This is an optimization exercise on Yosys and OpenROAD, whose aim is small area, a short achievable clock period and few clock cycles, not a production implementation.

## v15
## adb_packet_receive_queue_top
module adb_packet_receive_queue_top #(
	parameter int unsigned RING_SLOTS = RING_SLOTS_DEF,
	parameter int unsigned MAX_REPLY  = MAX_REPLY_DEF
) (
	input  logic          clk,
	input  logic          arst_n,
	input  logic          cfg_we,
	input  logic          cfg_wdata,
	input  logic                  item_valid,
	output logic                  item_ready,
	input  logic [MODE_W-1:0]     item_mode,
	input  logic [BYTE_W-1:0]     item_link_byte,
	input  logic                  item_end_of_packet,
	output logic                  result_valid,
	input  logic                  result_ready,
	output logic [OUTCOME_W-1:0]  result_outcome,
	output logic [BYTE_W-1:0]     result_status_flags,
	output logic [BYTE_W-1:0]     result_echoed_command,
	output logic [BYTE_W-1:0]     result_data_byte,
	output logic [DATA_IDX_W-1:0] result_data_index,
	output logic                  result_has_data,
	output logic                  result_last
);
Size: about 3100 cells after synthesis, about 1800 flip-flops, about 48000 µm² of cells after synthesis.
clock: 7.0 ns
lec_check: 0
cap_margin: 20
core_margin: 2
core_utilization: 65
cts_buf_list: sky130_fd_sc_hd__clkbuf_8
cts_cluster_diameter: 45
cts_cluster_size: 20
setup_slack_margin: 4.15
slew_margin: 20
run.sh (not shown) runs the stock make flow with config.mk's settings and CLKGATE_MAP_FILE= SYNTH_SCRIPT=/design/flow/synth_recipe.tcl, a recipe that flattens the netlist after the stock synthesis.
Changes in v5 relative to v15:
--- a/flow/design.v
+++ b/flow/design.v
@@ -117,19 +117,19 @@
 			rd_command = rd_command | (cmd[s]    & {BYTE_W{rd_slot_oh[s]}});
 			rd_data    = rd_data    | (row[s]    & {BYTE_W{rd_slot_oh[s]}});
 		end
 	end
 endmodule
 import adbq_pkg::*;
 module adbq_seq #(
 	parameter int unsigned RING_SLOTS = RING_SLOTS_DEF,
 	parameter int unsigned MAX_REPLY  = MAX_REPLY_DEF,
-	parameter int unsigned RQ_DEPTH   = 6,
+	parameter int unsigned RQ_DEPTH   = 4,
 	localparam int unsigned PTR_W  = $clog2(RING_SLOTS),
 	localparam int unsigned SLOT_W = MAX_REPLY - 1,
 	localparam int unsigned OFF_W  = $clog2(SLOT_W),
 	localparam int unsigned LEN_W  = $clog2(MAX_REPLY),
 	localparam int unsigned DATA_N = SLOT_W - 2,
 	localparam int unsigned POS_W  = $clog2(DATA_N)
 ) (
 	input  logic              clk,
 	input  logic              arst_n,
@@ -388,39 +388,36 @@
 				rq_q[i] <= rq_in;
 			end
 		end
 	end
 	logic                  c_v, c_rep, c_done, c_has;
 	logic [OUTCOME_W-1:0]  c_code;
 	logic [PTR_W-1:0]      c_slot;
 	logic [RING_SLOTS-1:0] c_slot_oh;
 	logic [DATA_N-1:0]     c_pos_oh;
-	localparam logic [DATA_N-1:0] TAPS = DATA_N'(21'h49249);
-	logic                  c_at, c_at_rot;
 	logic [LEN_W-1:0]      c_idx, c_rem, c_li, q_li;
 	logic                  q_has;
 	logic [POS_W-1:0]      c_vict, c_vict_nx;
 	logic                  c_safe;
 	logic                  load_ok, emit, c_last, c_fin, c_load;
 	logic                  res_valid_q;
 	logic [OUTCOME_W-1:0]  res_outcome_q;
 	logic [BYTE_W-1:0]     res_status_q, res_cmd_q, res_data_q;
 	logic [DATA_IDX_W-1:0] res_index_q;
 	logic                  res_has_q, res_last_q;
 	assign load_ok    = !res_valid_q || result_ready;
-	assign emit       = c_v && load_ok && c_at;
-	assign c_at_rot   = |({c_pos_oh[DATA_N-2:0], c_pos_oh[DATA_N-1]} & TAPS);
+	assign emit       = c_v && load_ok;
 	assign c_last     = !c_rep || (c_rem == '0);
 	assign c_fin      = emit && c_last;
 	assign c_load     = (!c_v || c_fin) && rq_v[0];
 	assign rq_pop     = c_load;
 	assign rd_slot_oh = c_slot_oh;
-	assign rd_pos_oh  = c_pos_oh & TAPS;
+	assign rd_pos_oh  = c_pos_oh;
 	assign q_slot     = PTR_W'(rq_head[2:0]);
 	assign q_has      = has_mem[PTR_W'(rq_head[2:0])];
 	assign q_li       = li_mem[PTR_W'(rq_head[2:0])];
 	assign busy_clr   = (c_fin && c_rep) ? c_slot_oh : '0;
 	assign cmd_safe  = c_v && c_rep && c_done && (|(c_slot_oh & tail_oh));
 	assign data_safe = c_v && c_rep && c_safe && (|(c_slot_oh & tail_oh));
 	always_ff @(posedge clk or negedge arst_n) begin
 		if (!arst_n) begin
 			c_v         <= 1'b0;
@@ -452,26 +449,24 @@
 			c_code    <= rq_head[2:0];
 			c_slot    <= PTR_W'(rq_head[2:0]);
 			c_slot_oh <= RING_SLOTS'(1) << rq_head[2:0];
 			c_idx     <= '0;
 			c_done    <= 1'b0;
 			c_has     <= q_has;
 			c_li      <= q_li;
 			c_rem     <= q_li;
 			c_pos_oh  <= q_has ? q_pos_oh : '0;
-			c_at      <= !rq_head[3] || !q_has || (|(q_pos_oh & TAPS));
 		end else if (emit) begin
 			c_idx     <= c_idx + LEN_W'(1);
 			c_rem     <= c_rem - LEN_W'(1);
 			c_done    <= 1'b1;
 		end else begin
 			c_pos_oh  <= {c_pos_oh[DATA_N-2:0], c_pos_oh[DATA_N-1]};
-			c_at      <= !c_rep || !c_has || c_at_rot;
 		end
 		if (emit) begin
 			if (c_rep) begin
 				res_outcome_q <= OC_PACKET;
 				if (!c_done) begin
 					res_status_q <= rd_status;
 					res_cmd_q    <= rd_command;
 				end
 				res_data_q  <= rd_data;
Findings:
Lower number of buffers inserted to repair setup after CTS was reported by v5, not v15.
| growth of design area from synthesis to finish | lower: v5 |
Average cell area after synthesis: v5 vs v15 down about 9%
Result: PASS for each of v5 and v15
In v5 the antenna diode instance count turned out 2 higher than in v15.
Going from v15 to v5, global-route usage higher; flip-flop and latch count decreased 11.
Of v5 and v15, the run reporting the higher share of the cycle needed by the critical path after routing was v15.
Going from v15 to v5, minimum clock period went down, mux share of post-synthesis cell area went down, global-route wire length before repair went up, number of buffers created by CTS went up.
Relative to v15, number of fillers in the final layout has increased by 613 in v5.
No functional check of the RTL was part of any run of this note.

## afterwards: timing with drivers on the ports
How much do the figures lean on ideal ports? The routed layouts below were timed once more, with nothing changed but the port constraints.
Step 1: set_driving_cell puts a clkbuf_16 on clk and a buf_2 on each other input, an assumption about the parent block.
Step 2, shift: input delay + t, output delay - t, t = (earliest + latest rising clock arrival at the registers) / 2. This alone moves slack from input paths to output paths.
Slacks: ideal ports / drivers / drivers and shift; pairs: ideal ports / drivers.
run	t (ns)	slack for setup (ns)	hold WS [ns]	worst setup path after step 2	cell pins on the clock port's net
v15	0.861	4.090 / 4.025 / 3.358	0.317 / 0.317 / 0.317	input to register	1
v5	0.894	4.114 / 4.047 / 3.329	0.315 / 0.315 / 0.315	input to register	1
After both steps setup and hold are still met in every run listed. The setup slack of v5, which loses most, moves by -0.067 ns with the drivers and by -0.785 ns with both steps.
